Context: an optimization exercise on an open-source flow, tuned for small area, a short achievable clock period and few clock cycles per item. The choices shown serve that exercise and are no tape-out recipe. RTL that was checked went through simulation tests only; none was proved equivalent to the original. Only the layout flow was run in runs 1 and 2; the RTL was not checked for function there. Power and IR drop assume default switching activity.

[run.sh]
#!/bin/bash
# synth_recipe.tcl (not shown) runs the flow's synth.tcl, then flattens the netlist and writes it again
# the make line also repeats each setting of config.mk as NAME=value (left out here)
make -C /OpenROAD-flow-scripts/flow DESIGN_CONFIG=/design/flow/config.mk WORK_HOME=/design/flow/orfs CLKGATE_MAP_FILE= SYNTH_SCRIPT=/design/flow/synth_recipe.tcl finish
[config.mk]
export PLATFORM = sky130hd
export DESIGN_NAME = joystick_mouse_button_qualifier_unit
export DESIGN_NICKNAME = joystick_mouse_button_qualifier_unit
export VERILOG_FILES = /design/flow/design.v
export SDC_FILE = /design/flow/constraint.sdc
export NUM_CORES = 4
export LEC_CHECK = 0
export CAP_MARGIN = 20
export CORE_MARGIN = 2
export CORE_UTILIZATION = 40
export SETUP_SLACK_MARGIN = 5
export SLEW_MARGIN = 20
[constraint.sdc]
create_clock -name core_clock -period 10.0 [get_ports {i_clk}]
set_input_delay 2.0000 -clock core_clock [delete_from_list [all_inputs] [get_ports {i_clk}]]
set_output_delay 2.0000 -clock core_clock [all_outputs]
set_load 0.01 [all_outputs]
[design.v]
`timescale 1ns / 1ps
package jmbq_pkg;
    localparam int NUM_BTN   = 5;
    localparam int BTN_IDX_W = $clog2(NUM_BTN);
    localparam int TIME_W   = 32;
    localparam int SAMPLE_W = 12;
    localparam int KEYS_W   = 4;
    localparam int MOVE_W   = 8;
    localparam int SPEED_W  = 7;
    localparam int DZ_W     = 11;
    localparam int MS_W     = 16;
    localparam int CLICK_W  = 2;
    localparam int NUM_W = SAMPLE_W + SPEED_W;
    localparam int IN_TDATA_W  = 64;
    localparam int OUT_TDATA_W = 32;
    localparam int IN_NOW_LSB   = 0;
    localparam int IN_SX_LSB    = IN_NOW_LSB + TIME_W;
    localparam int IN_SY_LSB    = IN_SX_LSB + SAMPLE_W;
    localparam int IN_STICK_LSB = IN_SY_LSB + SAMPLE_W;
    localparam int IN_KEYS_LSB  = IN_STICK_LSB + 1;
    localparam int IN_USED_W    = IN_KEYS_LSB + KEYS_W;
    localparam int OUT_MX_LSB    = 0;
    localparam int OUT_MY_LSB    = OUT_MX_LSB + MOVE_W;
    localparam int OUT_MV_LSB    = OUT_MY_LSB + MOVE_W;
    localparam int OUT_CLICK_LSB = OUT_MV_LSB + 1;
    localparam int OUT_DOWN_LSB  = OUT_CLICK_LSB + CLICK_W;
    localparam int OUT_UP_LSB    = OUT_DOWN_LSB + KEYS_W;
    localparam int OUT_USED_W    = OUT_UP_LSB + KEYS_W;
    localparam int CFG_IDX_W  = 3;
    localparam int CFG_DATA_W = 16;
    localparam logic [CFG_IDX_W-1:0] CFG_CENTER_X   = 3'd0;
    localparam logic [CFG_IDX_W-1:0] CFG_CENTER_Y   = 3'd1;
    localparam logic [CFG_IDX_W-1:0] CFG_DEADZONE   = 3'd2;
    localparam logic [CFG_IDX_W-1:0] CFG_TOP_SPEED  = 3'd3;
    localparam logic [CFG_IDX_W-1:0] CFG_DEBOUNCE   = 3'd4;
    localparam logic [CFG_IDX_W-1:0] CFG_LONG_PRESS = 3'd5;
    localparam logic [SAMPLE_W-1:0] RST_CENTER     = 12'd2048;
    localparam logic [DZ_W-1:0]     RST_DEADZONE   = 11'd50;
    localparam logic [SPEED_W-1:0]  RST_TOP_SPEED  = 7'd10;
    localparam logic [MS_W-1:0]     RST_DEBOUNCE   = 16'd30;
    localparam logic [MS_W-1:0]     RST_LONG_PRESS = 16'd1000;
    localparam logic [SAMPLE_W-1:0] AXIS_FULL_SCALE = 12'd2048;
    localparam logic [CLICK_W-1:0] CLICKS_PRESS = 2'd1;
    localparam logic [CLICK_W-1:0] CLICKS_LONG  = 2'd2;
endpackage
`timescale 1ns / 1ps
module joystick_mouse_button_qualifier_unit (
    input  logic                                i_clk,
    input  logic                                i_rst_n,
    input  logic                                s_axis_tvalid,
    output logic                                s_axis_tready,
    input  logic [jmbq_pkg::IN_TDATA_W-1:0]     s_axis_tdata,
    output logic                                m_axis_tvalid,
    input  logic                                m_axis_tready,
    output logic [jmbq_pkg::OUT_TDATA_W-1:0]    m_axis_tdata,
    input  logic                                i_cfg_we,
    input  logic [jmbq_pkg::CFG_IDX_W-1:0]      i_cfg_idx,
    input  logic [jmbq_pkg::CFG_DATA_W-1:0]     i_cfg_wdata
);
    localparam int NB = jmbq_pkg::NUM_BTN;
    localparam int TW = jmbq_pkg::TIME_W;
    localparam int SW = jmbq_pkg::SAMPLE_W;
    localparam int KW = jmbq_pkg::KEYS_W;
    localparam int PW = jmbq_pkg::SPEED_W;
    localparam int DW = jmbq_pkg::DZ_W;
    localparam int HW = jmbq_pkg::MS_W;
    localparam int AW = 19;
    localparam int BRW = 10;
    logic [SW-1:0] r_center_x, r_center_y;
    logic [DW-1:0] r_deadzone;
    logic [PW-1:0] r_top_speed;
    logic [HW-1:0] r_debounce_ms, r_long_press_ms;
    always_ff @(posedge i_clk) begin
        if (!i_rst_n) begin
            r_center_x      <= jmbq_pkg::RST_CENTER;
            r_center_y      <= jmbq_pkg::RST_CENTER;
            r_deadzone      <= jmbq_pkg::RST_DEADZONE;
            r_top_speed     <= jmbq_pkg::RST_TOP_SPEED;
            r_debounce_ms   <= jmbq_pkg::RST_DEBOUNCE;
            r_long_press_ms <= jmbq_pkg::RST_LONG_PRESS;
        end else if (i_cfg_we) begin
            case (i_cfg_idx)
                jmbq_pkg::CFG_CENTER_X:   r_center_x      <= i_cfg_wdata[SW-1:0];
                jmbq_pkg::CFG_CENTER_Y:   r_center_y      <= i_cfg_wdata[SW-1:0];
                jmbq_pkg::CFG_DEADZONE:   r_deadzone      <= i_cfg_wdata[DW-1:0];
                jmbq_pkg::CFG_TOP_SPEED:  r_top_speed     <= i_cfg_wdata[PW-1:0];
                jmbq_pkg::CFG_DEBOUNCE:   r_debounce_ms   <= i_cfg_wdata[HW-1:0];
                jmbq_pkg::CFG_LONG_PRESS: r_long_press_ms <= i_cfg_wdata[HW-1:0];
                default: ;
            endcase
        end
    end
    logic r_en, r_ready;
    logic r_out_valid, r_spare_valid;
    logic [jmbq_pkg::OUT_USED_W-1:0] r_out_data, r_spare_data;
    logic w_arrive;
    logic [jmbq_pkg::OUT_USED_W-1:0] w_result;
    assign s_axis_tready = r_ready;
    assign m_axis_tvalid = r_out_valid;
    assign m_axis_tdata  = {(jmbq_pkg::OUT_TDATA_W - jmbq_pkg::OUT_USED_W)'(0), r_out_data};
    logic          r_v0;
    logic [TW-1:0] r_now;
    logic [NB-1:0] r_raw;
    always_ff @(posedge i_clk) begin
        if (!i_rst_n) begin
            r_v0 <= 1'b0;
        end else if (r_en) begin
            r_v0 <= s_axis_tvalid;
        end
    end
    always_ff @(posedge i_clk) begin
        if (r_en) begin
            r_now <= s_axis_tdata[jmbq_pkg::IN_NOW_LSB +: TW];
            r_raw <= {s_axis_tdata[jmbq_pkg::IN_KEYS_LSB +: KW],
                      s_axis_tdata[jmbq_pkg::IN_STICK_LSB]};
        end
    end
    logic [NB-1:0] r_raw_last, r_stable;
    logic [TW-1:0] r_change_time [NB];
    logic [TW-1:0] r_press_start;
    logic          r_press_valid, r_long_done;
    function automatic logic f_after(input logic [TW-1:0] now, input logic [TW-1:0] then,
                                     input logic [HW-1:0] lim, input logic or_eq);
        logic [15:0] nl, nh, tl, th, x, y, hx, hc;
        logic        b16, lo, eq0, eq1;
        logic [17:0] s;
        nl  = now[15:0];
        nh  = now[31:16];
        tl  = ~then[15:0];
        th  = ~then[31:16];
        b16 = nl < then[15:0];
        x   = nl ^ tl ^ ~lim;
        y   = (nl & tl) | (nl & ~lim) | (tl & ~lim);
        s   = {2'b0, x} + {1'b0, y, or_eq} + 18'd1;
        lo  = b16 ? (s[17] | s[16]) : s[17];
        eq0 = (nh == then[31:16]);
        hx  = nh ^ th;
        hc  = {nh[14:0] | th[14:0], 1'b0};
        eq1 = (hx == hc);
        f_after = !(b16 ? eq1 : eq0) || lo;
    endfunction
    logic [NB-1:0] w_changed, w_acc;
    logic          w_long_hit, w_press;
    logic [1:0]    w_clicks;
    logic [KW-1:0] w_downs, w_ups;
    logic          w_step;
    assign w_step = r_en && r_v0;
    always_comb begin
        for (int b = 0; b < NB; b++) begin
            w_changed[b] = r_raw[b] != r_raw_last[b];
            w_acc[b]     = !w_changed[b] && (r_stable[b] != r_raw[b]) &&
                           f_after(r_now, r_change_time[b], r_debounce_ms, 1'b0);
        end
        w_press    = w_acc[0] && r_raw[0];
        w_long_hit = !w_acc[0] && r_stable[0] && r_press_valid && !r_long_done &&
                     f_after(r_now, r_press_start, r_long_press_ms, 1'b1);
        w_clicks   = {w_long_hit, w_press};
        w_downs    = w_acc[NB-1:1] & r_raw[NB-1:1];
        w_ups      = w_acc[NB-1:1] & ~r_raw[NB-1:1];
    end
    always_ff @(posedge i_clk) begin
        if (!i_rst_n) begin
            r_raw_last    <= '1;
            r_stable      <= '1;
            r_press_valid <= 1'b0;
            r_long_done   <= 1'b0;
        end else if (w_step) begin
            r_raw_last <= r_raw;
            for (int b = 0; b < NB; b++) begin
                if (w_acc[b]) r_stable[b] <= r_raw[b];
            end
            if (w_acc[0]) begin
                r_press_valid <= r_raw[0];
                r_long_done   <= 1'b0;
            end else if (w_long_hit) begin
                r_long_done <= 1'b1;
            end
        end
    end
    always_ff @(posedge i_clk) begin
        if (w_step) begin
            for (int b = 0; b < NB; b++) begin
                if (w_changed[b]) r_change_time[b] <= r_now;
            end
        end
    end
    always_ff @(posedge i_clk) begin
        if (!r_press_valid) r_press_start <= r_now;
    end
    logic [SW-1:0]  r_div;
    logic [SW:0]    r_ndiv3;
    logic [11:0]    r_booth;
    logic [8:0] w_sp_ext;
    assign w_sp_ext = {1'b0, r_top_speed, 1'b0};
    always_ff @(posedge i_clk) begin
        r_div   <= 12'd2048 - {1'b0, r_deadzone};
        r_ndiv3 <= 13'd2048 + 13'(r_deadzone) + {1'b0, r_deadzone, 1'b0};
        for (int i = 0; i < 4; i++) begin
            r_booth[3*i+2] <= w_sp_ext[2*i+2];
            r_booth[3*i+1] <= (w_sp_ext[2*i+2] && !w_sp_ext[2*i+1] && !w_sp_ext[2*i]) ||
                              (!w_sp_ext[2*i+2] && w_sp_ext[2*i+1] && w_sp_ext[2*i]);
            r_booth[3*i]   <= w_sp_ext[2*i+1] ^ w_sp_ext[2*i];
        end
    end
    logic [SW:0] w_dx, w_dy;
    assign w_dx = {1'b0, s_axis_tdata[jmbq_pkg::IN_SX_LSB +: SW]} - {1'b0, r_center_x};
    assign w_dy = {1'b0, s_axis_tdata[jmbq_pkg::IN_SY_LSB +: SW]} - {1'b0, r_center_y};
    function automatic logic [AW-1:0] f_zone(input logic [SW:0] d, input logic [DW-1:0] dz,
                                             input logic [SW-1:0] dv);
        logic signed [SW+1:0] ea, eb, e;
        logic                 big;
        logic [SW-1:0]        m;
        ea  = $signed({d[SW], d}) - $signed({3'b0, dz});
        eb  = -$signed({d[SW], d}) - $signed({3'b0, dz});
        e   = d[SW] ? eb : ea;
        big = d[SW] ? ($signed(d) <= -13'sd2048) : (d[SW-1]);
        if (big)             m = dv;
        else if (e <= 0)     m = '0;
        else                 m = e[SW-1:0];
        f_zone = {!d[SW], 6'b0, m};
    endfunction
    function automatic logic [AW-1:0] f_mul(input logic [AW-1:0] a, input logic [11:0] bd);
        logic signed [19:0] acc;
        logic [13:0]        m;
        acc = '0;
        for (int i = 0; i < 4; i++) begin
            m = bd[3*i] ? {2'b0, a[SW-1:0]} : bd[3*i+1] ? {1'b0, a[SW-1:0], 1'b0} : 14'd0;
            if (bd[3*i+2]) m = ~m;
            acc = acc + (($signed({{6{m[13]}}, m}) + $signed({19'd0, bd[3*i+2]})) <<< (2 * i));
        end
        f_mul = {a[AW-1], acc[17:0]};
    endfunction
    function automatic logic [AW-1:0] f_div4(input logic [AW-1:0] a, input logic [DW-1:0] dz,
                                             input logic [SW:0] nd3);
        logic [SW:0]   t;
        logic [SW+1:0] s1, s2, s3;
        logic [10:0]   r;
        logic          c1, c2, c3;
        t  = a[17:5];
        s1 = {1'b0, t} + {3'b011, dz};
        s2 = {1'b0, t} + {2'b01, dz, 1'b0};
        s3 = {1'b0, t} + {1'b0, nd3};
        c1 = s1[SW+1];
        c2 = s2[SW+1];
        c3 = s3[SW+1];
        if (c3)      r = s3[10:0];
        else if (c2) r = s2[10:0];
        else if (c1) r = s1[10:0];
        else         r = t[10:0];
        f_div4 = {a[AW-1], r, a[4:0], c2, c3 || (c1 && !c2)};
    endfunction
    function automatic logic [AW-1:0] f_div2(input logic [AW-1:0] a, input logic [DW-1:0] dz);
        logic [SW-1:0] t;
        logic [SW:0]   s;
        t = a[17:6];
        s = {1'b0, t} + {2'b01, dz};
        f_div2 = {a[AW-1], s[SW] ? s[10:0] : t[10:0], a[5:0], s[SW]};
    endfunction
    localparam int NST = 6;
    logic          r_vs [1:NST-1];
    logic [BRW-1:0] r_bs [1:NST-1];
    logic [AW-1:0] r_xs [1:NST-1];
    logic [AW-1:0] r_ys [1:NST-1];
    logic [AW-1:0] w_xs [1:NST-1];
    logic [AW-1:0] w_ys [1:NST-1];
    logic [SW:0]   r_dx, r_dy;
    always_ff @(posedge i_clk) begin
        if (r_en) begin
            r_dx <= w_dx;
            r_dy <= w_dy;
        end
    end
    always_comb begin
        w_xs[1] = f_zone(r_dx, r_deadzone, r_div);
        w_ys[1] = f_zone(r_dy, r_deadzone, r_div);
        w_xs[2] = f_mul(r_xs[1], r_booth);
        w_ys[2] = f_mul(r_ys[1], r_booth);
        for (int k = 3; k < NST; k++) begin
            w_xs[k] = f_div4(r_xs[k-1], r_deadzone, r_ndiv3);
            w_ys[k] = f_div4(r_ys[k-1], r_deadzone, r_ndiv3);
        end
    end
    always_ff @(posedge i_clk) begin
        if (!i_rst_n) begin
            for (int k = 1; k < NST; k++) r_vs[k] <= 1'b0;
        end else if (r_en) begin
            r_vs[1] <= r_v0;
            for (int k = 2; k < NST; k++) r_vs[k] <= r_vs[k-1];
        end
    end
    always_ff @(posedge i_clk) begin
        if (r_en) begin
            r_bs[1] <= {w_ups, w_downs, w_clicks};
            for (int k = 2; k < NST; k++) r_bs[k] <= r_bs[k-1];
            for (int k = 1; k < NST; k++) begin
                r_xs[k] <= w_xs[k];
                r_ys[k] <= w_ys[k];
            end
        end
    end
    function automatic logic [7:0] f_move(input logic [AW-1:0] pre, input logic [AW-1:0] post);
        logic [6:0] hi, nhi;
        logic       b0;
        hi  = {1'b0, pre[5:0]};
        nhi = -hi;
        b0  = post[0];
        if (!post[AW-1])  f_move = {hi, b0};
        else if (b0)      f_move = {~hi, 1'b1};
        else              f_move = {nhi, 1'b0};
    endfunction
    logic [AW-1:0] w_xl, w_yl;
    logic [7:0]    w_mx, w_my;
    assign w_xl     = f_div2(r_xs[NST-1], r_deadzone);
    assign w_yl     = f_div2(r_ys[NST-1], r_deadzone);
    assign w_mx     = f_move(r_xs[NST-1], w_xl);
    assign w_my     = f_move(r_ys[NST-1], w_yl);
    assign w_arrive = r_en && r_vs[NST-1];
    assign w_result = {r_bs[NST-1],
                       (|r_xs[NST-1][5:0]) || w_xl[0] || (|r_ys[NST-1][5:0]) || w_yl[0],
                       w_my, w_mx};
    logic w_out_load, w_en_next;
    assign w_out_load = !r_out_valid || m_axis_tready;
    assign w_en_next  = !((r_out_valid && !m_axis_tready) && (r_spare_valid || w_arrive)) &&
                        !(r_spare_valid && w_arrive);
    always_ff @(posedge i_clk) begin
        if (!i_rst_n) begin
            r_out_valid   <= 1'b0;
            r_spare_valid <= 1'b0;
            r_en          <= 1'b1;
            r_ready       <= 1'b1;
        end else begin
            if (w_out_load) begin
                r_out_valid   <= r_spare_valid || w_arrive;
                r_spare_valid <= r_spare_valid && w_arrive;
            end else begin
                r_spare_valid <= r_spare_valid || w_arrive;
            end
            r_en    <= w_en_next;
            r_ready <= w_en_next;
        end
    end
    always_ff @(posedge i_clk) begin
        if (w_out_load) begin
            r_out_data <= r_spare_valid ? r_spare_data : w_result;
        end
        if (w_arrive && ((r_spare_valid && w_out_load) || (!r_spare_valid && !w_out_load))) begin
            r_spare_data <= w_result;
        end
    end
endmodule
==> results of run 1 <==
[report_power, final]
group	switching (mW)	total [mW]	internal (mW)
sequential	0.530	4.36	3.83
clock	1.22	2.94	1.72
combinational	4.13	7.59	3.46
[layout make-up]
cell class                      instances  area, um^2
Clock buffer                          106        2190
Clock inverter                         34         488
Fill cell                           11500       67400
Inverter                              404        1520
Multi-Input combinational cell       3665       29500
Sequential cell                       666       18700
Tap cell                             1637        2050
Timing Repair Buffer                  204        1940
[critical path, cell delays in order, from the launching register on]
cell and delay [ps]:
dfxtp_2 360, buf_12 170, nor2b_4 170, buf_8 170, a22oi_2 80, xnor2_2 240, ha_2 250, nand2_2 110
mux2i_2 240, xor2_2 140, fa_1 540, inv_1 50, fa_1 490, inv_1 70, ha_4 290, nand2_1 50
o21a_1 200, o2111ai_1 250, a31oi_1 150, o21bai_1 210, a21oi_2 90, a21oi_1 150, nor2_1 70, xnor2_1 120
[flip-flops by register name, summed over array words and instances, names as in the netlist, 13 cells and up]
| name | flops |
|---|---|
| r_xs | 89 |
| r_out_data | 27 |
| r_now | 32 |
| r_press_start | 32 |
| r_spare_data | 27 |
| r_debounce_ms | 16 |
| r_ys | 89 |
| r_change_time | 160 |
| r_dx | 13 |
| r_dy | 13 |
| r_bs | 50 |
| r_long_press_ms | 16 |
[metrics by stage]
stage	instance area [um^2]	hold slack (ps)	std cells	setup WS [ps]
after floorplan	50000	351	4866	5020
after global placement	53300	387	6561	4230
after detailed placement	53300	390	6562	4250
after CTS	56200	400	6707	5030
after global routing	56400	410	6716	4870
final	56400	399	6716	5060
[worst max-delay path by stage]
stage	cells past startpoint	from	end
6_report	23	r_booth[3]$_DFF_P_	r_xs[2][17]$_DFFE_PP_
5_1_grt	23	r_booth[3]$_DFF_P_	r_xs[2][17]$_DFFE_PP_
3_3_place_gp	20	r_booth[5]$_DFF_P_	r_xs[2][16]$_DFFE_PP_
3_5_place_dp	20	r_booth[5]$_DFF_P_	r_xs[2][16]$_DFFE_PP_
4_1_cts	21	r_booth[5]$_DFF_P_	r_xs[2][17]$_DFFE_PP_
2_1_floorplan	18	r_booth[5]$_DFF_P_	r_xs[2][16]$_DFFE_PP_
[synth_stat cells (30+ instances only)]
cell      count
o21a_1       30
o211ai_1     48
nand2_1     431
nand3_1      74
mux2_2       32
nand4_1      55
mux2i_1      56
a31oi_1      30
nor3_1      102
a22oi_1      58
a21o_1       84
inv_1       402
nand2b_1     52
ha_1        680
edfxtp_1    537
clkbuf_1    106
xor2_1      142
fa_1        168
xnor2_1     312
nor2b_1      77
a21oi_1     305
nor2_1      259
o21ai_0     255
dfxtp_1     129
[logic make-up (layout without fill, tap and decap cells)]
logic type	after synthesis	after routing	synth area share, %
AO/OA/AOI/OAI	1085	1085	13.8
AND/OR/NAND/NOR	1184	1184	11.1
XOR/XNOR	455	455	8.00
other	1	5	0.00750
multiplexers	88	88	1.84
buffers and inverters	535	748	4.07
adder cells (fa/ha/maj)	848	848	23.7
flip-flops	666	666	37.4
[layer usage]
metal	vias to the layer above	global-route usage, %	wire length, um
li1	17800	-	-
met1	17200	26.4	57500
met2	705	33.0	60000
met3	189	1.98	4770
met4	0	6.51	3870
met5	-	0	0
[what timing repair did]
| action | in CTS | in global routing |
|---|---|---|
| endpoints found under the setup margin | 7 | 12 |
| gates resized for setup | 20 | 24 |
| setup buffers | 3 | 5 |
| pin swaps | 5 | 4 |
| cloned | 2 | 2 |
==> results.cfg, run 1 <==
[critical_path]
criticalPathCategory = reg -> reg
cp.required_ps = 10390
cp-start-kind = register
end_kind = register
r2r_end = r_xs[2][17]$_DFFE_PP_
worstPathMaxFanout = 22
r2r_start = r_booth[3]$_DFF_P_
r2r_slack_ps = 5060
arrival_ps = 5330
reg2reg_depth = 23

[floorplanning]
die_y_um = 358
coreArea_mm2 = 0.124
die-width_um = 358
io_pins = 122
rows = 129
dieArea_mm2 = 0.128
start_util_pct = 40.4

[flow_run]
max_cap_viol_count = 0

[place]
gp_congestion = 0.856
hpwl_mm = 93.3
io_buffers = 113

[clock_tree]
clock_path_buffers = 3
clock-sinks = 666
cts-root-buf = clkbuf_16
htreeDepth = 3
cts_made_buffers = 76
hold_buffers = 0
clock_latency_ps = 680
clkTransAtPathRegs_ps = 60
cts_tree = built

[yosys]
synth-edff-count = 537
synth_area_mm2 = 0.0500
ys.flop_type = edfxtp_1
synth.ff_latch_count = 666
async_flop_share_pct = 0
syn_area_per_cell_um2 = 10.3
synthTopCellsByArea = edfxtp_1, ha_1, fa_1, xnor2_1, dfxtp_1
syn_inst = 4862
yosysTopAreaCellShare_pct = 32.2
ys_seq_area_share_pct = 37.4
netlist-cell-type-count = 88
synth_largest_area_cell = edfxtp_1
yosys_warnings = 8

[global_routing]
antenna_found_initial = 1
grt_pass1_vias = 34800
overflow = 0
track_usage_pct = 19.6
grt_pass1_wl_mm = 197
grt_max_degree = 66

[sta]
finalCriticalPeriod_ps = 4940
drv_slew = 0
setup_viol = 0
hold_violations = 0
max_freq_ghz = 0.203
tns_ps = 0
worstMarginPinSlew_ps = 1030
finalClockSkew_ps = 58.6
max-slew-margin-rel_pct = 31.3
rsz0062_at_grt = true
fin_crit_sh_pct = 49.4

[detailed_routing]
drt_pass1_iterations = 6
drt-total-wl_mm = 126
vias = 36000
drc_errors = 0
wl_per_cell_um = 18.8
drt_iter0_drc = 2079
routed_via_density = 5.35
detail-route-antenna-nets = 0

[layout]
layout_commonest_cell = ha_1
drive_gt1_share_pct = 6.20
areaGrowthSynthToFinish_pct = 12.8
post-route-util_pct = 45.6
final_cell_mix = ha_1, edfxtp_1, nand2_1
layout.nets = 5953
diodes = 0

[power_and_ir_drop]
finalPower_mw = 14.9
ir_worst_vdd_mv = 0.219
power_density_mw_per_mm2 = 264
p_leak_nw = 23.4

[worst_hold_path]
worst_hold_path.endpoint = r_booth[0]$_DFF_P_
hold_start = r_top_speed[0]$_SDFFE_PN0P_
hold_path_class = reg -> reg
whs_path_depth = 0

[status]
status = timing/DRC/antenna clean
==> inputs of run 2 (changes only) <==
--- a/design.v
+++ b/design.v
@@ -188,13 +188,11 @@
         if (!r_press_valid) r_press_start <= r_now;
     end
     logic [SW-1:0]  r_div;
-    logic [SW:0]    r_ndiv3;
     logic [11:0]    r_booth;
-    logic [8:0] w_sp_ext;
+    logic [8:0]     w_sp_ext;
     assign w_sp_ext = {1'b0, r_top_speed, 1'b0};
     always_ff @(posedge i_clk) begin
-        r_div   <= 12'd2048 - {1'b0, r_deadzone};
-        r_ndiv3 <= 13'd2048 + 13'(r_deadzone) + {1'b0, r_deadzone, 1'b0};
+        r_div <= 12'd2048 - {1'b0, r_deadzone};
         for (int i = 0; i < 4; i++) begin
             r_booth[3*i+2] <= w_sp_ext[2*i+2];
             r_booth[3*i+1] <= (w_sp_ext[2*i+2] && !w_sp_ext[2*i+1] && !w_sp_ext[2*i]) ||
@@ -207,63 +205,48 @@
     assign w_dy = {1'b0, s_axis_tdata[jmbq_pkg::IN_SY_LSB +: SW]} - {1'b0, r_center_y};
     function automatic logic [AW-1:0] f_zone(input logic [SW:0] d, input logic [DW-1:0] dz,
                                              input logic [SW-1:0] dv);
-        logic signed [SW+1:0] ea, eb, e;
-        logic                 big;
-        logic [SW-1:0]        m;
-        ea  = $signed({d[SW], d}) - $signed({3'b0, dz});
-        eb  = -$signed({d[SW], d}) - $signed({3'b0, dz});
-        e   = d[SW] ? eb : ea;
-        big = d[SW] ? ($signed(d) <= -13'sd2048) : (d[SW-1]);
-        if (big)             m = dv;
-        else if (e <= 0)     m = '0;
-        else                 m = e[SW-1:0];
+        logic [SW-1:0] mag;
+        logic [SW:0]   e;
+        logic [SW-1:0] m;
+        mag = d[SW] ? SW'(-d) : d[SW-1:0];
+        e   = {1'b0, mag} - {2'b0, dz};
+        if (mag[SW-1])               m = dv;
+        else if (e[SW] || e == '0)   m = '0;
+        else                         m = e[SW-1:0];
         f_zone = {!d[SW], 6'b0, m};
     endfunction
     function automatic logic [AW-1:0] f_mul(input logic [AW-1:0] a, input logic [11:0] bd);
-        logic signed [19:0] acc;
-        logic [13:0]        m;
-        acc = '0;
+        logic [17:0] row [4];
+        logic [13:0] m;
+        logic [17:0] ext, s1, c1, s2, c2;
         for (int i = 0; i < 4; i++) begin
             m = bd[3*i] ? {2'b0, a[SW-1:0]} : bd[3*i+1] ? {1'b0, a[SW-1:0], 1'b0} : 14'd0;
             if (bd[3*i+2]) m = ~m;
-            acc = acc + (($signed({{6{m[13]}}, m}) + $signed({19'd0, bd[3*i+2]})) <<< (2 * i));
-        end
-        f_mul = {a[AW-1], acc[17:0]};
-    endfunction
-    function automatic logic [AW-1:0] f_div4(input logic [AW-1:0] a, input logic [DW-1:0] dz,
-                                             input logic [SW:0] nd3);
-        logic [SW:0]   t;
-        logic [SW+1:0] s1, s2, s3;
-        logic [10:0]   r;
-        logic          c1, c2, c3;
-        t  = a[17:5];
-        s1 = {1'b0, t} + {3'b011, dz};
-        s2 = {1'b0, t} + {2'b01, dz, 1'b0};
-        s3 = {1'b0, t} + {1'b0, nd3};
-        c1 = s1[SW+1];
-        c2 = s2[SW+1];
-        c3 = s3[SW+1];
-        if (c3)      r = s3[10:0];
-        else if (c2) r = s2[10:0];
-        else if (c1) r = s1[10:0];
-        else         r = t[10:0];
-        f_div4 = {a[AW-1], r, a[4:0], c2, c3 || (c1 && !c2)};
+            ext = {{4{m[13]}}, m};
+            row[i] = ext << (2 * i);
+            if (i > 0) row[i][2*i-2] = bd[3*(i-1)+2];
+        end
+        s1 = row[0] ^ row[1] ^ row[2];
+        c1 = ((row[0] & row[1]) | (row[0] & row[2]) | (row[1] & row[2])) << 1;
+        s2 = s1 ^ c1 ^ row[3];
+        c2 = ((s1 & c1) | (s1 & row[3]) | (c1 & row[3])) << 1;
+        f_mul = {a[AW-1], s2 + c2};
     endfunction
-    function automatic logic [AW-1:0] f_div2(input logic [AW-1:0] a, input logic [DW-1:0] dz);
+    function automatic logic [AW-1:0] f_div(input logic [AW-1:0] a, input logic [DW-1:0] dz);
         logic [SW-1:0] t;
         logic [SW:0]   s;
         t = a[17:6];
         s = {1'b0, t} + {2'b01, dz};
-        f_div2 = {a[AW-1], s[SW] ? s[10:0] : t[10:0], a[5:0], s[SW]};
+        f_div = {a[AW-1], s[SW] ? s[10:0] : t[10:0], a[5:0], s[SW]};
     endfunction
-    localparam int NST = 6;
-    logic          r_vs [1:NST-1];
+    localparam int NST = 9;
+    logic           r_vs [1:NST-1];
     logic [BRW-1:0] r_bs [1:NST-1];
-    logic [AW-1:0] r_xs [1:NST-1];
-    logic [AW-1:0] r_ys [1:NST-1];
-    logic [AW-1:0] w_xs [1:NST-1];
-    logic [AW-1:0] w_ys [1:NST-1];
-    logic [SW:0]   r_dx, r_dy;
+    logic [AW-1:0]  r_xs [1:NST-1];
+    logic [AW-1:0]  r_ys [1:NST-1];
+    logic [AW-1:0]  w_xs [1:NST-1];
+    logic [AW-1:0]  w_ys [1:NST-1];
+    logic [SW:0]    r_dx, r_dy;
     always_ff @(posedge i_clk) begin
         if (r_en) begin
             r_dx <= w_dx;
@@ -276,8 +259,8 @@
         w_xs[2] = f_mul(r_xs[1], r_booth);
         w_ys[2] = f_mul(r_ys[1], r_booth);
         for (int k = 3; k < NST; k++) begin
-            w_xs[k] = f_div4(r_xs[k-1], r_deadzone, r_ndiv3);
-            w_ys[k] = f_div4(r_ys[k-1], r_deadzone, r_ndiv3);
+            w_xs[k] = f_div(r_xs[k-1], r_deadzone);
+            w_ys[k] = f_div(r_ys[k-1], r_deadzone);
         end
     end
     always_ff @(posedge i_clk) begin
@@ -310,8 +293,8 @@
     endfunction
     logic [AW-1:0] w_xl, w_yl;
     logic [7:0]    w_mx, w_my;
-    assign w_xl     = f_div2(r_xs[NST-1], r_deadzone);
-    assign w_yl     = f_div2(r_ys[NST-1], r_deadzone);
+    assign w_xl     = f_div(r_xs[NST-1], r_deadzone);
+    assign w_yl     = f_div(r_ys[NST-1], r_deadzone);
     assign w_mx     = f_move(r_xs[NST-1], w_xl);
     assign w_my     = f_move(r_ys[NST-1], w_yl);
     assign w_arrive = r_en && r_vs[NST-1];
==> flow/run.sh (new file) <==
#!/bin/bash
# Standard synthesis and layout (the standard.sh, unchanged scripts); the
# only difference from the standard flow's own layout is a larger setup slack margin for
# ORFS's repair_timing steps, so that repair keeps improving paths past the
# point where they meet the (unchanged) 10 ns constraint.
set -euo pipefail
cd "$(dirname "$0")/.."
MARGIN=$(cat flow/margin.txt)
bash standard.sh synth > synth_make.log 2>&1
bash standard.sh SETUP_SLACK_MARGIN=$MARGIN finish > layout_make.log 2>&1
==> flow/margin.txt (new file) <==
6.7
==> standard.sh (new file) <==
#!/bin/bash
# synth_recipe.tcl (not shown) runs the flow's synth.tcl, then flattens the netlist and writes it again
# the make line also repeats each setting of config.mk as NAME=value (left out here)
make -C /OpenROAD-flow-scripts/flow DESIGN_CONFIG=/design/flow/config.mk WORK_HOME=/design/flow/orfs CLKGATE_MAP_FILE= SYNTH_SCRIPT=/design/flow/synth_recipe.tcl "${@:-finish}"
--- a/config.mk
+++ b/config.mk
@@ -8,5 +8,4 @@
 export CAP_MARGIN = 20
 export CORE_MARGIN = 2
 export CORE_UTILIZATION = 40
-export SETUP_SLACK_MARGIN = 5
 export SLEW_MARGIN = 20
removed: run.sh
==> run 2 against run 1 <==
Compared with the run above:
- register-to-register slack better by 990 ps
- largest cell class unchanged
- sequential share of layout area up 6.3 points
- synthesized cell count down 14%
- combinational power down 7.9%
- highest routed layer unchanged
- total power up 4.5%
==> results.cfg, run 2 <==
[critical_path]
cp-start-kind = register
critical_path_buf_inv_count = 7
arrival_ps = 4350
end_kind = register
cp_top_family = adder cells
cp.required_ps = 10400
r2r_slack_ps = 6050
slowest_stage = fa_1
criticalPathCategory = reg -> reg
critPathMaxStageDelay_ps = 530
crit_chain = buf_12, nor2b_4, buf_12, buf_8, buf_6, a22oi_1, xnor2_1, fa_1, inv_1, fa_1, inv_1, ha_4, or3_4, o21ai_2, nor3_2, a2111oi_2, buf_4, a21oi_1, xnor2_1
worstPathMaxFanout = 6

[sta]
hold_slack_ps = 403
max_freq_ghz = 0.253
tns_ps = 0
setup_viol = 0
hold_violations = 0
max-slew-margin-rel_pct = 30.9
finalClockSkew_ps = 25.6
finalCriticalPeriod_ps = 3950
drv_slew = 0
fin_crit_sh_pct = 39.5
rsz0062_at_grt = true
worstMarginPinSlew_ps = 1030

[power_and_ir_drop]
power_density_mw_per_mm2 = 268
sw_frac_of_total_pct = 34.4
share_seq_of_total_power_pct = 33.0
power_switching_mw = 5.35
ir_worst_vdd_mv = 0.199
p_leak_nw = 23.7
combPwrFrac_pct = 44.9
internal_power_mw = 10.2
p_clk_share_pct = 22.0

[yosys]
synthTopCellsByArea = edfxtp_1, ha_1, fa_1, dfxtp_1, xnor2_1
synth_area_mm2 = 0.0484
synth_largest_area_cell = edfxtp_1
yosys.cell_count.top_type = edfxtp_1
async_flop_share_pct = 0
syn_area_per_cell_um2 = 11.5
netlist-cell-type-count = 76
synth-edff-count = 681
ys.flop_type = edfxtp_1
syn_inst = 4196
ys_seq_area_share_pct = 47.2
yosysTopAreaCellShare_pct = 42.2
synth.ff_latch_count = 802
yosys_warnings = 10
synth_common_cells = edfxtp_1, ha_1, nand2_1, inv_1, xnor2_1

[detailed_routing]
detail-route-antenna-nets = 0
wl_per_cell_um = 18.0
drt_pass1_iterations = 5
drt-total-wl_mm = 113
vias = 32600
routed_via_density = 5.20
drt_iter0_drc = 1995
drc_errors = 0

[global_routing]
grt_max_degree = 180
overflow = 0
antenna_found_initial = 1
grt_pass1_wl_mm = 178
track_usage_pct = 17.9
grt_pass1_vias = 32500

[worst_hold_path]
hold_path_class = reg -> reg

[clock_tree]
cts_made_buffers = 91
clock_latency_ps = 660
htreeDepth = 3
clock_path_buffers = 3
clkTransAtPathRegs_ps = 60
clock-sinks = 802
cts-root-buf = clkbuf_16
cts_tree = built

[floorplanning]
coreArea_mm2 = 0.120
start_util_pct = 40.4
rows = 127
die-width_um = 352
io_pins = 122
die_y_um = 352
dieArea_mm2 = 0.124

[layout]
layout_commonest_cell = edfxtp_1
largest_register_ffs = 160
top_register = r_change_time
final_area_mm2 = 0.0581
layout.nets = 5348
final_cell_mix = edfxtp_1, ha_1, nand2_1
diodes = 0
areaGrowthSynthToFinish_pct = 19.9
top_regs = r_change_time: 160 flops, r_xs: 146 flops, r_ys: 146 flops
drive_gt1_share_pct = 16.1

[place]
gp_congestion = 0.875
io_buffers = 113
hpwl_mm = 76.6
post_dp_cell_area_mm2 = 0.0520

[status]
status = timing/DRC/antenna clean

[flow_run]
max_cap_viol_count = 0
[run 2: metrics by stage]
step	setup WS, ps	cells	total power [mW]	util, %
floorplan	4800	4200	9.84	-
global placement	5210	5858	10.9	43.3
finish	6050	6270	15.6	48.4
detailed placement	5200	5860	11.0	43.3
CTS	5960	6198	15.3	47.5
global route	5900	6270	16.7	48.4
[run 2: kinds of logic after synthesis]
group,share of synthesized area [%]
mux,1.57
flops,47.2
other cells,0.00774
simple gates,8.97
xor+xnor,6.60
buf+inv,3.85
fa+ha+maj,20.1
compound gates,11.7
[run 2: path summary, 6_finish.rpt]
| check | from | cells past startpoint | to |
|---|---|---|---|
| min | r_xs[5][5]$_DFFE_PP_ | 0 | r_xs[6][6]$_DFFE_PP_ |
| max | r_booth[3]$_DFF_P_ | 19 | r_ys[2][17]$_DFFE_PP_ |
| max reg2reg | r_booth[3]$_DFF_P_ | 19 | r_ys[2][17]$_DFFE_PP_ |
| min reg2reg | r_xs[5][5]$_DFFE_PP_ | 0 | r_xs[6][6]$_DFFE_PP_ |
[run 2: cell type report]
cell class	count	area, um^2
Sequential cell	802	22900
Timing Repair Buffer	387	3580
Fill cell	10600	61900
Tap cell	1612	2020
Inverter	379	1490
Clock inverter	51	558
Clock buffer	120	2520
Multi-Input combinational cell	2919	25000
[run 2: power by group through the flow]
| stage | clock network (mW) | registers [mW] | logic, mW |
|---|---|---|---|
| 2_1_floorplan | 0 | 5.02 | 4.82 |
| 5_1_grt | 3.64 | 5.22 | 7.82 |
| 6_report | 3.43 | 5.14 | 6.99 |
| 3_3_place_gp | 0 | 5.20 | 5.73 |
| 4_1_cts | 3.52 | 5.13 | 6.67 |
| 3_5_place_dp | 0 | 5.22 | 5.83 |
[run 2: what timing repair did]
item	CTS	global route
hold buffers	0	0
gates cloned	4	1
pin swaps	86	70
setup buffers	163	68
endpoints found under the setup margin	265	251
gates resized for setup	224	148
[run 2: metal layers]
layer | track usage (%) | share of wire, % | vias up
li1 | - | - | 16000
met1 | 24.1 | 45 | 15800
met2 | 30.0 | 47 | 671
met3 | 2.47 | 4.2 | 195
met4 | 5.61 | 3.1 | 0
met5 | 0 | 0 | -
==> inputs of run 3 (changes only) <==
--- a/design.v
+++ b/design.v
@@ -188,18 +188,22 @@
         if (!r_press_valid) r_press_start <= r_now;
     end
     logic [SW-1:0]  r_div;
-    logic [11:0]    r_booth;
+    logic [11:0]    w_booth, r_booth_x, r_booth_yn;
     logic [8:0]     w_sp_ext;
     assign w_sp_ext = {1'b0, r_top_speed, 1'b0};
-    always_ff @(posedge i_clk) begin
-        r_div <= 12'd2048 - {1'b0, r_deadzone};
+    always_comb begin
         for (int i = 0; i < 4; i++) begin
-            r_booth[3*i+2] <= w_sp_ext[2*i+2];
-            r_booth[3*i+1] <= (w_sp_ext[2*i+2] && !w_sp_ext[2*i+1] && !w_sp_ext[2*i]) ||
-                              (!w_sp_ext[2*i+2] && w_sp_ext[2*i+1] && w_sp_ext[2*i]);
-            r_booth[3*i]   <= w_sp_ext[2*i+1] ^ w_sp_ext[2*i];
+            w_booth[3*i+2] = w_sp_ext[2*i+2];
+            w_booth[3*i+1] = (w_sp_ext[2*i+2] && !w_sp_ext[2*i+1] && !w_sp_ext[2*i]) ||
+                             (!w_sp_ext[2*i+2] && w_sp_ext[2*i+1] && w_sp_ext[2*i]);
+            w_booth[3*i]   = w_sp_ext[2*i+1] ^ w_sp_ext[2*i];
         end
     end
+    always_ff @(posedge i_clk) begin
+        r_div      <= 12'd2048 - {1'b0, r_deadzone};
+        r_booth_x  <= w_booth;
+        r_booth_yn <= ~w_booth;
+    end
     logic [SW:0] w_dx, w_dy;
     assign w_dx = {1'b0, s_axis_tdata[jmbq_pkg::IN_SX_LSB +: SW]} - {1'b0, r_center_x};
     assign w_dy = {1'b0, s_axis_tdata[jmbq_pkg::IN_SY_LSB +: SW]} - {1'b0, r_center_y};
@@ -256,8 +260,8 @@
     always_comb begin
         w_xs[1] = f_zone(r_dx, r_deadzone, r_div);
         w_ys[1] = f_zone(r_dy, r_deadzone, r_div);
-        w_xs[2] = f_mul(r_xs[1], r_booth);
-        w_ys[2] = f_mul(r_ys[1], r_booth);
+        w_xs[2] = f_mul(r_xs[1], r_booth_x);
+        w_ys[2] = f_mul(r_ys[1], ~r_booth_yn);
         for (int k = 3; k < NST; k++) begin
             w_xs[k] = f_div(r_xs[k-1], r_deadzone);
             w_ys[k] = f_div(r_ys[k-1], r_deadzone);
==> run 3 against run 2 <==
Compared with the run above:
- setup slack improved by 140 ps
- routed wire length decreased by 2.7%
- combinational power decreased by 1%
- utilization decreased by 0.79 points
- clock power increased by 4%
==> results.cfg, run 3 <==
[status]
status = timing/DRC/antenna clean

[detailed_routing]
drt-total-wl_mm = 110
detail-route-antenna-nets = 0
drt_iter0_drc = 1803
drc_errors = 0
drt_pass1_iterations = 8
routed_via_density = 5.17
wl_per_cell_um = 17.7
vias = 32100

[yosys]
ys.flop_type = edfxtp_1
synth.ff_latch_count = 813
async_flop_share_pct = 0
synth_common_cells = edfxtp_1, ha_1, inv_1, nand2_1, xnor2_1
synth-edff-count = 681
yosys.cell_count.top_type = edfxtp_1
netlist-cell-type-count = 81
yosysTopAreaCellShare_pct = 41.8
syn_area_per_cell_um2 = 11.7
synth_area_mm2 = 0.0489
syn_inst = 4183
synth_largest_area_cell = edfxtp_1
yosys_warnings = 10
synthTopCellsByArea = edfxtp_1, ha_1, fa_1, dfxtp_1, xnor2_1
ys_seq_area_share_pct = 47.2

[place]
hpwl_mm = 76.3
gp_congestion = 0.835
io_buffers = 113
post_dp_cell_area_mm2 = 0.0523

[floorplanning]
rows = 128
start_util_pct = 40.2
io_pins = 122
die-width_um = 354
dieArea_mm2 = 0.125
die_y_um = 354
coreArea_mm2 = 0.122

[sta]
setup_viol = 0
hold_violations = 0
max-slew-margin-rel_pct = 30.8
max_freq_ghz = 0.263
fin_crit_sh_pct = 38.1
rsz0062_at_grt = true
finalClockSkew_ps = 31.7
finalCriticalPeriod_ps = 3810
worstMarginPinSlew_ps = 1040
tns_ps = 0
drv_slew = 0

[clock_tree]
clkTransAtPathRegs_ps = 60
clock_path_buffers = 3
clock_latency_ps = 670
hold_buffers = 0
htreeDepth = 3
clock-sinks = 813
cts_tree = built
cts_made_buffers = 92
cts-root-buf = clkbuf_16

[critical_path]
cp-start-kind = register
arrival_ps = 4210
r2r_slack_ps = 6190
cp.required_ps = 10400
end_kind = register
worstPathMaxFanout = 6
criticalPathCategory = reg -> reg

[layout]
top_regs = r_change_time: 160 flops, r_xs: 146 flops, r_ys: 146 flops
areaGrowthSynthToFinish_pct = 18.4
final_cell_mix = edfxtp_1, ha_1, inv_1
drive_gt1_share_pct = 16.0
diodes = 0
final_area_mm2 = 0.0579
largest_register_ffs = 160
layout_commonest_cell = edfxtp_1
top_register = r_change_time
layout.nets = 5275

[global_routing]
antenna_found_initial = 2
grt_pass1_wl_mm = 175
grt_max_degree = 177
grt_pass1_vias = 32700
overflow = 0
track_usage_pct = 17.5

[power_and_ir_drop]
ir_worst_vdd_mv = 0.208
p_leak_nw = 23.3
power_density_mw_per_mm2 = 269

[flow_run]
max_cap_viol_count = 0

[worst_hold_path]
hold_path_class = reg -> reg
run 3: cell types whose count changed in the layout (fill, tap and decap cells not counted), sizes merged, moves of 16 or more:
| cell | delta |
|---|---|
| mux2 | +91 |
| nand2 | -80 |
| buf | -61 |
| nor2b | +45 |
| a22oi | -41 |
| xor2 | -36 |
| o21ai | -31 |
| inv | +30 |
| xnor2 | +22 |
| nor2 | -21 |
| or4 | +19 |
| a21oi | +16 |
run 3: worst max-delay path, stage by stage (launching register included):
cell and delay [ps]:
edfxtp_1 470, buf_4 190, a22oi_1 180, xnor2_1 120, fa_1 520, inv_1 50, fa_1 490, inv_2 50
ha_4 250, nand3_1 70, nand2_1 50, a41o_1 240, nor4_2 140, nor3_1 80, buf_4 150, a211oi_4 280
a21oi_2 90, xnor2_1 130
run 3: worst paths after layout:
kind / startpoint / end / cells past startpoint
setup reg to reg: r_xs[1][6]$_DFFE_PP_ / r_xs[2][17]$_DFFE_PP_ / 17
hold / removal: r_ys[7][5]$_DFFE_PP_ / r_ys[8][6]$_DFFE_PP_ / 0
hold reg to reg: r_ys[7][5]$_DFFE_PP_ / r_ys[8][6]$_DFFE_PP_ / 0
setup / recovery: r_xs[1][6]$_DFFE_PP_ / r_xs[2][17]$_DFFE_PP_ / 17
run 3: area by class of cell:
cell class              instances  area, um^2
fillers                     10800       63700
multi-input cells            2881       25200
flip-flops and latches        813       23200
repair buffers                309        2650
clock buffers                 120        2580
well taps                    1625        2030
inverters                     409        1590
clock inverters                51         624
run 3: report_power, final:
part	switching [mW]	internal, mW	leakage [nW]
clock	1.40	2.16	1.57
sequential	0.373	4.76	8.18
combinational	3.46	3.44	13.6
total	5.24	10.4	23.3
run 3: timing repair:
| action | CTS | global route |
|---|---|---|
| resized for setup | 229 | 165 |
| cloned | 0 | 1 |
| setup endpoints to repair | 252 | 251 |
| buffers inserted | 108 | 55 |
| pin swaps | 60 | 68 |
run 3: layer usage:
metal / track usage (%) / wire, um / up-vias / share of wire, %
met5: 0 / 16 / - / 0.015
met4: 5.13 / 2980 / 2 / 2.7
met3: 2.34 / 3430 / 179 / 3.1
met2: 30.6 / 54100 / 485 / 49
met1: 22.5 / 49200 / 15700 / 45
li1: - / - / 15800 / -
run 3: kinds of logic (layout without fill, tap and decap cells):
family | Yosys count | in the layout | synth area share [%]
xor gates and xnor gates | 351 | 351 | 6.30
other | 1 | 5 | 0.00767
muxes | 159 | 159 | 3.61
and+or+nand+nor | 930 | 931 | 9.08
buffers and inverters | 494 | 889 | 3.89
DFF | 813 | 813 | 47.2
AOI/OAI and AO/OA | 754 | 754 | 9.96
adders and majority gates | 681 | 681 | 19.9
run 3: stage by stage:
stage / utilization, % / hold WS [ps] / std cells / setup WS (ps) / power [mW]
2_1_floorplan: - / 344 / 4187 / 4800 / 9.85
3_3_place_gp: 43.0 / 402 / 5871 / 5470 / 10.9
3_5_place_dp: 43.1 / 405 / 5872 / 5470 / 11.0
4_1_cts: 46.7 / 404 / 6151 / 6210 / 15.2
5_1_grt: 47.6 / 418 / 6208 / 6040 / 16.8
6_report: 47.6 / 403 / 6208 / 6190 / 15.6
Testbench counts of run 3, summed over its fixed seeds: cycles 3,280, polls 3,200.
==> inputs of run 4 (changes only) <==
--- a/config.mk
+++ b/config.mk
@@ -8,4 +8,5 @@
 export CAP_MARGIN = 20
 export CORE_MARGIN = 2
 export CORE_UTILIZATION = 40
+export CTS_BUF_LIST = sky130_fd_sc_hd__clkbuf_8
 export SLEW_MARGIN = 20
==> run 4 against run 3 <==
Compared with the run above:
- total power decreased by 4.1%
- count of clock-buffer cells in the layout increased by 44
- utilization decreased by 0.41 points
- cell area decreased by 0.87%
- register-to-register slack about the same
- via count increased by 0.78%
- cell count increased by 1.5%
- die area unchanged
- flip-flop and latch count unchanged
- critical path type unchanged
- critical endpoint unchanged
==> results.cfg, run 4 <==
[power_and_ir_drop]
power_switching_mw = 5.24
power_density_mw_per_mm2 = 261
sw_frac_of_total_pct = 35.0
combPwrFrac_pct = 45.7
p_clk_share_pct = 20.0
finalPower_mw = 15.0
share_seq_of_total_power_pct = 34.3
internal_power_mw = 9.72
ir_worst_vdd_mv = 0.203
p_leak_nw = 23.4

[critical_path]
arrival_ps = 4400
r2r_start = r_xs[1][4]$_DFFE_PP_
slowest_stage = edfxtp_1
end_kind = register
worstPathMaxFanout = 6
reg2reg_depth = 16
crit_chain = a22oi_2, xnor2_1, fa_1, inv_1, fa_1, inv_2, ha_4, nand3_1, nand2_1, a41o_1, nor4_2, nor3_1, buf_4, a211oi_4, a21oi_2, xnor2_1
criticalPathCategory = reg -> reg
critPathMaxStageDelay_ps = 550
r2r_end = r_xs[2][17]$_DFFE_PP_
cp.required_ps = 10580
cp-start-kind = register
r2r_slack_ps = 6190

[clock_tree]
clock_path_buffers = 3
cts-root-buf = clkbuf_8
clkTransAtPathRegs_ps = 60
clock_latency_ps = 870
cts_tree = built
htreeDepth = 4
cts_made_buffers = 147
clock-sinks = 813

[detailed_routing]
detail-route-antenna-nets = 0
drt_pass1_iterations = 5
drt-total-wl_mm = 110
routed_via_density = 5.13
drt_iter0_drc = 1770
wl_per_cell_um = 17.4
vias = 32300
drc_errors = 0

[floorplanning]
io_pins = 122
coreArea_mm2 = 0.122
dieArea_mm2 = 0.125
die_y_um = 354
rows = 128
die-width_um = 354
start_util_pct = 40.2

[worst_hold_path]
hold_start = r_ys[2][0]$_DFFE_PP_
worst_hold_path.endpoint = r_ys[3][1]$_DFFE_PP_
whs_path_depth = 0
hold_path_class = reg -> reg

[layout]
top_regs = r_change_time: 160 flops, r_xs: 146 flops, r_ys: 146 flops
final_cell_mix = edfxtp_1, ha_1, inv_1
areaGrowthSynthToFinish_pct = 17.3
drive_gt1_share_pct = 16.2
final_cells = 6304
post-route-util_pct = 47.2
layout.nets = 5324
nFillCells = 10900
top_register = r_change_time
layout_commonest_cell = edfxtp_1
largest_register_ffs = 160

[sta]
fin_crit_sh_pct = 38.1
rsz0062_at_grt = true
finalCriticalPeriod_ps = 3810
hold_violations = 0
worst_slack_ps = 6190
finalClockSkew_ps = 48.1
tns_ps = 0
drv_slew = 0
max-slew-margin-rel_pct = 30.7
setup_viol = 0
max_freq_ghz = 0.262
worstMarginPinSlew_ps = 1040

[global_routing]
grt_pass1_vias = 33200
grt_max_degree = 177
grt_pass1_wl_mm = 175
track_usage_pct = 17.7
antenna_found_initial = 3
overflow = 0

[yosys]
yosys_warnings = 10
synth-edff-count = 681
netlist-cell-type-count = 81
syn_area_per_cell_um2 = 11.7
ys_seq_area_share_pct = 47.2
ys.flop_type = edfxtp_1
syn_inst = 4183
synth.ff_latch_count = 813
synth_largest_area_cell = edfxtp_1
synth_area_mm2 = 0.0489
yosysTopAreaCellShare_pct = 41.8
yosys.cell_count.top_type = edfxtp_1
synth_common_cells = edfxtp_1, ha_1, inv_1, nand2_1, xnor2_1
async_flop_share_pct = 0
synthTopCellsByArea = edfxtp_1, ha_1, fa_1, dfxtp_1, xnor2_1

[place]
hpwl_mm = 76.3
numPlacedInstances = 5872
gp_congestion = 0.835
place_ws_ps = 5470
io_buffers = 113

[status]
status = timing/DRC/antenna clean

[flow_run]
max_cap_viol_count = 0
run 4: how the worst max path moves through the flow:
stage                          from               endpoint  slack (ps)  cells after the start
6_report       r_xs[1][4]$_DFFE_PP_  r_xs[2][17]$_DFFE_PP_        6190                     16
5_1_grt        r_booth_x[1]$_DFF_P_  r_xs[2][17]$_DFFE_PP_        6050                     17
4_1_cts        r_xs[1][4]$_DFFE_PP_  r_xs[2][17]$_DFFE_PP_        6200                     17
3_5_place_dp       s_axis_tdata[32]     r_dx[12]$_DFFE_PP_        5470                     12
3_3_place_gp       s_axis_tdata[32]     r_dx[12]$_DFFE_PP_        5470                     12
2_1_floorplan    r_ready$_SDFF_PN1_          s_axis_tready        4800                      0
run 4: cell type report:
cell class / instances / area (um^2) / share of cell area, %
Tap cell: 1625 / 2030 / 3.54
Timing Repair Buffer: 304 / 2570 / 4.49
Antenna cell: 3 / 7.51 / 0.0131
Clock inverter: 106 / 557 / 0.971
Sequential cell: 813 / 23200 / 40.4
Clock buffer: 164 / 2260 / 3.94
Inverter: 409 / 1590 / 2.78
Multi-Input combinational cell: 2880 / 25200 / 43.9
run 4: logic make-up after synthesis:
logic type	Yosys count	synth area share [%]
simple gates	930	9.08
flops	813	47.2
compound gates	754	9.96
fa+ha+maj	681	19.9
buf+inv	494	3.89
xor+xnor	351	6.30
mux	159	3.61
other cells	1	0.00767
run 4: power by group through the flow:
stage	clock network, mW	registers (mW)	logic, mW
5_1_grt	3.26	5.21	7.69
3_3_place_gp	0	5.23	5.69
3_5_place_dp	0	5.25	5.80
2_1_floorplan	0	5.08	4.77
6_report	2.99	5.13	6.83
4_1_cts	3.12	5.13	6.37
run 4: what timing repair did:
| action | 4_1_cts | 5_1_grt |
|---|---|---|
| hold buffers | 0 | 0 |
| resized for setup | 221 | 159 |
| buffers inserted | 98 | 60 |
| pin swaps | 45 | 62 |
| endpoints found under the setup margin | 249 | 210 |
run 4: metal layers:
metal | global-route usage (%) | routed length [um]
met2 | 30.2 | 53800
met1 | 22.3 | 48600
met4 | 6.52 | 2930
met5 | 0 | 16
met3 | 3.18 | 4450
run 4: stage by stage:
stage / instance area (um^2) / hold WS [ps]
finish: 57400 / 406
CTS: 56200 / 405
floorplan: 49400 / 344
detailed placement: 52300 / 405
global placement: 52300 / 402
global route: 57400 / 412
run 4: worst max-delay path: cells and delay by family (launching register included):
kind | cells | cell delay [ps]
simple gates | 4 | 360
xor+xnor | 2 | 260
compound gates | 4 | 860
flops | 1 | 550
fa+ha+maj | 3 | 1270
buf+inv | 3 | 250
==> inputs of run 5 (changes only) <==
==> flow/margin.txt (replaced) <==
6.15
--- a/config.mk
+++ b/config.mk
@@ -7,6 +7,5 @@
 export LEC_CHECK = 0
 export CAP_MARGIN = 20
 export CORE_MARGIN = 2
-export CORE_UTILIZATION = 40
-export CTS_BUF_LIST = sky130_fd_sc_hd__clkbuf_8
+export CORE_UTILIZATION = 60
 export SLEW_MARGIN = 20
==> run 5 against run 4 <==
Compared with the run above:
- count of clock-buffer cells in the layout is 55 lower
- largest power group unchanged
- hold slack better by 3.0 ps
- maximum frequency down 2.2%
- synthesized cell count unchanged
- area after synthesis stayed put
- register-to-register slack got worse by 90 ps
==> results.cfg, run 5 <==
[detailed_routing]
wl_per_cell_um = 18.3
drt_iter0_drc = 1788
routed_via_density = 5.70
vias = 31600
drc_errors = 0
detail-route-antenna-nets = 0
drt_pass1_iterations = 5
drt-total-wl_mm = 102

[global_routing]
antenna_found_initial = 1
grt_max_degree = 75
grt_pass1_wl_mm = 162
overflow = 0
track_usage_pct = 24.6
grt_pass1_vias = 31700

[sta]
worstMarginPinSlew_ps = 1080
fin_crit_sh_pct = 39.0
finalCriticalPeriod_ps = 3900
hold_violations = 0
max_freq_ghz = 0.256
drv_slew = 0
max-slew-margin-rel_pct = 27.8
finalClockSkew_ps = 38.3
tns_ps = 0
hold_slack_ps = 409
rsz0062_at_grt = true
setup_viol = 0

[floorplanning]
die-width_um = 289
start_util_pct = 60.7
io_pins = 122
coreArea_mm2 = 0.0805
die_y_um = 289
rows = 104
dieArea_mm2 = 0.0838

[yosys]
synth_area_mm2 = 0.0489
synth-edff-count = 681
ys.flop_type = edfxtp_1
yosysTopAreaCellShare_pct = 41.8
async_flop_share_pct = 0
synth_common_cells = edfxtp_1, ha_1, inv_1, nand2_1, xnor2_1
syn_area_per_cell_um2 = 11.7
ys_seq_area_share_pct = 47.2
netlist-cell-type-count = 81
yosys_warnings = 10
syn_inst = 4183
synthTopCellsByArea = edfxtp_1, ha_1, fa_1, dfxtp_1, xnor2_1
synth.ff_latch_count = 813
synth_largest_area_cell = edfxtp_1
yosys.cell_count.top_type = edfxtp_1

[critical_path]
cp-start-kind = register
cp.required_ps = 10370
startpoint = r_xs[1][4]$_DFFE_PP_
end_kind = register
r2r_slack_ps = 6100
r2r_end = r_xs[2][17]$_DFFE_PP_
worstPathMaxFanout = 4
r2r_start = r_xs[1][4]$_DFFE_PP_
arrival_ps = 4270
reg2reg_depth = 16
criticalPathCategory = reg -> reg

[place]
post_dp_cell_area_mm2 = 0.0514
io_buffers = 113
hpwl_mm = 73.6
numPlacedInstances = 5318
gp_congestion = 0.891

[clock_tree]
hold_buffers = 0
clock-sinks = 813
clock_path_buffers = 3
cts-root-buf = clkbuf_16
htreeDepth = 3
cts_tree = built
clkTransAtPathRegs_ps = 60
clock_latency_ps = 670
cts_made_buffers = 87

[layout]
post-route-util_pct = 68.7
areaGrowthSynthToFinish_pct = 13.1
final_cell_mix = edfxtp_1, ha_1, inv_1
final_cells = 5540
largest_register_ffs = 160
top_regs = r_change_time: 160 flops, r_xs: 146 flops, r_ys: 146 flops
top_register = r_change_time
multi_input_area_mm2 = 0.0244
area.sequential_mm2 = 0.0231
layout.nets = 5174
layout_commonest_cell = edfxtp_1
drive_gt1_share_pct = 9.85
final_area_mm2 = 0.0553
nFillCells = 6003

[worst_hold_path]
hold_start = r_ys[5][4]$_DFFE_PP_
worst_hold_path.endpoint = r_ys[6][5]$_DFFE_PP_
hold_path_class = reg -> reg
whs_path_depth = 0

[power_and_ir_drop]
p_leak_nw = 22.6
power_density_mw_per_mm2 = 265
ir_worst_vdd_mv = 0.274

[flow_run]
max_cap_viol_count = 0

[status]
status = timing/DRC/antenna clean
-- run 5: layout make-up --
class / count / area share (%)
antenna: 2 / 0.00905
clock buffer: 109 / 4.22
clock inverter: 53 / 1.26
inverter: 409 / 2.80
multi-input combinational: 2880 / 44.0
sequential: 813 / 41.8
tap: 1060 / 2.40
timing repair buffer: 214 / 3.45
-- run 5: kinds of logic after synthesis --
| group | after synthesis | share of synthesized area, % |
|---|---|---|
| mux | 159 | 3.61 |
| simple gates | 930 | 9.08 |
| fa+ha+maj | 681 | 19.9 |
| compound gates | 754 | 9.96 |
| xor+xnor | 351 | 6.30 |
| flops | 813 | 47.2 |
| other cells | 1 | 0.00767 |
| buf+inv | 494 | 3.89 |
-- run 5: worst max-delay path by stage --
stage                                        to  slack, ps
after floorplan                   s_axis_tready       4800
after global placement    r_ys[2][17]$_DFFE_PP_       5230
after detailed placement  r_ys[2][17]$_DFFE_PP_       5250
after CTS                 r_ys[2][17]$_DFFE_PP_       6030
after global routing      r_xs[2][17]$_DFFE_PP_       5990
final                     r_xs[2][17]$_DFFE_PP_       6100
-- run 5: routing by layer --
metal | GRT usage, % | up-vias | routed length, um
met5 | 0 | - | 0
met4 | 7.44 | 0 | 2600
met3 | 2.83 | 149 | 3760
met2 | 42.1 | 559 | 49400
met1 | 32.8 | 15300 | 45900
li1 | - | 15600 | -
-- run 5: power by group --
group	internal [mW]	switching, mW
Sequential	4.76	0.381
Combinational	3.03	3.15
Clock	1.96	1.38
-- run 5: stage by stage --
step	setup WS, ps	total power, mW
3_3_place_gp	5230	10.6
5_1_grt	5990	15.7
2_1_floorplan	4800	9.58
3_5_place_dp	5250	10.7
6_report	6100	14.7
4_1_cts	6030	14.4
-- run 5: repair_timing --
item | 4_1_cts | 5_1_grt
setup buffers | 30 | 28
pin swaps | 12 | 18
endpoints found under the setup margin | 88 | 110
gates resized for setup | 55 | 54
-- run 5: critical path, cell delays in order (launching register included) --
cell and delay [ps]:
edfxtp_1 520, buf_4 200, a22oi_2 210, xnor2_1 130, fa_1 520, inv_1 50, fa_1 470, inv_1 60
ha_4 260, a21oi_2 130, o21ai_2 100, a41o_1 220, nor4_2 180, nor3_2 80, a211oi_2 230, a21oi_1 120
xnor2_1 140
==> inputs of run 6 (changes only) <==
--- a/config.mk
+++ b/config.mk
@@ -7,5 +7,5 @@
 export LEC_CHECK = 0
 export CAP_MARGIN = 20
 export CORE_MARGIN = 2
-export CORE_UTILIZATION = 60
+export CORE_UTILIZATION = 40
 export SLEW_MARGIN = 20
==> run 6 against run 5 <==
Compared with the run above:
- critical path type unchanged
- first-iteration DRC count increased by 17%
- via count is 0.21% higher
- global-route usage fell by 7.3 points
- synthesized cell count unchanged
- critical endpoint is now r_ys[2][17]$_DFFE_PP_
- total power grew 0.59%
- sequential share of layout area fell by 0.77 points
- sequential power hardly changed
- maximum frequency up 0.94%
==> results.cfg, run 6 <==
[yosys]
syn_inst = 4183
synth.ff_latch_count = 813
syn_area_per_cell_um2 = 11.7
yosys.area_share.simple_pct = 9.08
synthXorXnorAreaFrac_pct = 6.30
yosysTopAreaCellShare_pct = 41.8
async_flop_share_pct = 0
synthTopCellsByArea = edfxtp_1, ha_1, fa_1, dfxtp_1, xnor2_1
synth_common_cells = edfxtp_1, ha_1, inv_1, nand2_1, xnor2_1
synth-edff-count = 681
yosys_warnings = 10
synth_compound_area_share_pct = 9.96
muxShareOfSynthArea_pct = 3.61
synth_largest_area_cell = edfxtp_1
netlist-cell-type-count = 81
ys.flop_type = edfxtp_1
synth_top_family_by_area = adder cells
synthAdderAreaFrac_pct = 19.9
yosys.cell_count.top_type = edfxtp_1
ys_seq_area_share_pct = 47.2
synth_area_mm2 = 0.0489

[sta]
tns_ps = 0
hold_slack_ps = 380
max-slew-margin-rel_pct = 27.3
worst_slack_ps = 6140
finalCriticalPeriod_ps = 3860
hold_violations = 0
rsz0062_at_grt = true
fin_crit_sh_pct = 38.6
max_freq_ghz = 0.259
setup_viol = 0
finalClockSkew_ps = 32.9
worstMarginPinSlew_ps = 1090
drv_slew = 0

[global_routing]
overflow = 0
track_usage_pct = 17.3
grt_pass1_wl_mm = 172
grt_max_degree = 79
grt_pass1_vias = 32400
antenna_found_initial = 1

[place]
numPlacedInstances = 5875
hpwl_mm = 76.6
io_buffers = 113
post_dp_cell_area_mm2 = 0.0520
gp_congestion = 0.814
place_ws_ps = 5160

[critical_path]
reg2reg_depth = 15
cp.required_ps = 10400
r2r_end = r_ys[2][17]$_DFFE_PP_
cp-start-kind = register
worstPathMaxFanout = 4
end_kind = register
crit_end = r_ys[2][17]$_DFFE_PP_
criticalPathCategory = reg -> reg
r2r_slack_ps = 6140
arrival_ps = 4260
r2r_start = r_ys[1][2]$_DFFE_PP_
startpoint = r_ys[1][2]$_DFFE_PP_

[floorplanning]
coreArea_mm2 = 0.122
rows = 128
dieArea_mm2 = 0.125
io_pins = 122
start_util_pct = 40.2
die_y_um = 354
die-width_um = 354

[power_and_ir_drop]
finalPower_mw = 14.8
p_leak_nw = 22.7
power_density_mw_per_mm2 = 262
ir_worst_vdd_mv = 0.174

[clock_tree]
cts_made_buffers = 95
cts_tree = built
cts-root-buf = clkbuf_16
clkTransAtPathRegs_ps = 60
clock-sinks = 813
clock_path_buffers = 3
clock_latency_ps = 680
htreeDepth = 3

[detailed_routing]
wl_per_cell_um = 17.5
routed_via_density = 5.15
drt-total-wl_mm = 107
drt_pass1_iterations = 5
drt_iter0_drc = 2091
vias = 31600
detail-route-antenna-nets = 0
drc_errors = 0

[layout]
final_cell_mix = edfxtp_1, ha_1, inv_1
top_register = r_change_time
layout.nets = 5203
final_cells = 6140
largest_register_ffs = 160
top_regs = r_change_time: 160 flops, r_xs: 146 flops, r_ys: 146 flops
layout_commonest_cell = edfxtp_1
post-route-util_pct = 46.4
drive_gt1_share_pct = 10.8
areaGrowthSynthToFinish_pct = 15.3
diodes = 0
final_area_mm2 = 0.0564

[status]
status = timing/DRC/antenna clean

[worst_hold_path]
hold_path_class = reg -> reg

[flow_run]
max_cap_viol_count = 0
[run 6: how the worst min path moves through the flow]
stage	startpoint	endpoint	slack, ps	cells after the start
2_1_floorplan	r_top_speed[0]$_SDFFE_PN0P_	r_booth_x[0]$_DFF_P_	350	0
3_3_place_gp	r_top_speed[0]$_SDFFE_PN0P_	r_booth_x[0]$_DFF_P_	380	0
3_5_place_dp	r_top_speed[0]$_SDFFE_PN0P_	r_booth_x[0]$_DFF_P_	380	0
4_1_cts	r_top_speed[0]$_SDFFE_PN0P_	r_booth_x[0]$_DFF_P_	380	0
5_1_grt	r_top_speed[0]$_SDFFE_PN0P_	r_booth_x[0]$_DFF_P_	390	0
6_report	r_top_speed[0]$_SDFFE_PN0P_	r_booth_x[0]$_DFF_P_	380	0
[run 6: power breakdown]
part	switching (mW)	leakage, nW	internal, mW
logic	3.17	13.0	2.99
clock network	1.44	1.51	2.02
registers	0.374	8.18	4.76
total	4.99	22.7	9.77
[run 6: routing by layer]
layer	wire (um)	vias up	global-route usage, %
met3	3980	173	2.42
met1	47600	15300	22.1
met2	52700	547	30.0
met5	13	-	0
li1	-	15600	-
met4	3180	2	5.59
[run 6: layout make-up]
cell class              instances  area, um^2
clock buffers                 118        2540
clock inverters                60         589
fillers                     11000       65200
inverters                     409        1550
multi-input cells            2880       24400
flip-flops and latches        813       23100
well taps                    1625        2030
repair buffers                235        2080
[run 6: timing repair]
| action | 4_1_cts | 5_1_grt |
|---|---|---|
| pin swaps | 19 | 40 |
| resized for setup | 61 | 74 |
| endpoints found under the setup margin | 104 | 109 |
| setup buffers | 54 | 33 |
| hold buffers | 0 | 0 |
[run 6: worst max-delay path, stage by stage (launching register included)]
cell and delay [ps]:
edfxtp_1 420, inv_2 110, o22ai_2 110, xnor2_2 160
fa_1 500, inv_1 50, fa_1 440, ha_1 330
a31o_2 280, a21oi_4 190, o2111ai_2 180, nand2_2 130
o21ai_2 90, a311o_1 380, a21oi_2 150, xnor2_1 80
[run 6: cell families after synthesis]
family                   after synthesis
other                                  1
multiplexers                         159
XOR/XNOR                             351
AND/OR/NAND/NOR                      930
adder cells (fa/ha/maj)              681
flip-flops                           813
AO/OA/AOI/OAI                        754
buffers and inverters                494

port drivers added, routing unchanged:
The flow's constraints put no driver on any port. The routed layouts listed below were extracted and timed again, unchanged, in two steps. Step 1: set_driving_cell puts a clkbuf_16 on i_clk and a buf_2 on each other input, an assumption about the parent block. Step 2 adds t to the input delays and takes it off the output delays; t is the mean of the earliest and latest rising clock arrival at the registers after step 1. Input paths then give back, and output paths get back, about the clock's delay inside the block. Slacks: ideal ports / drivers / drivers and shift; pairs: ideal ports / drivers.
run	t (ns)	setup WS [ns]	worst setup path at the end	latest minus earliest clock arrival (ns)	worst register clock-pin slew, ns
run 1	0.717	5.063 / 5.063 / 5.063	register to register	0.062 / 0.062	0.07 / 0.07
run 2	0.723	6.055 / 6.055 / 5.949	input to register	0.031 / 0.030	0.06 / 0.06
run 3	0.730	6.191 / 6.191 / 5.971	input to register	0.034 / 0.034	0.07 / 0.07
run 4	0.911	6.186 / 6.186 / 5.864	input to register	0.050 / 0.049	0.07 / 0.07
run 5	0.714	6.100 / 6.100 / 5.607	input to register	0.044 / 0.044	0.06 / 0.06
run 6	0.734	6.136 / 6.136 / 5.500	input to register	0.038 / 0.038	0.07 / 0.07
After both steps every run listed still meets setup and hold. The setup slack of run 6, which loses most, moves by 0.000 ns with the drivers and by -0.636 ns with both steps.
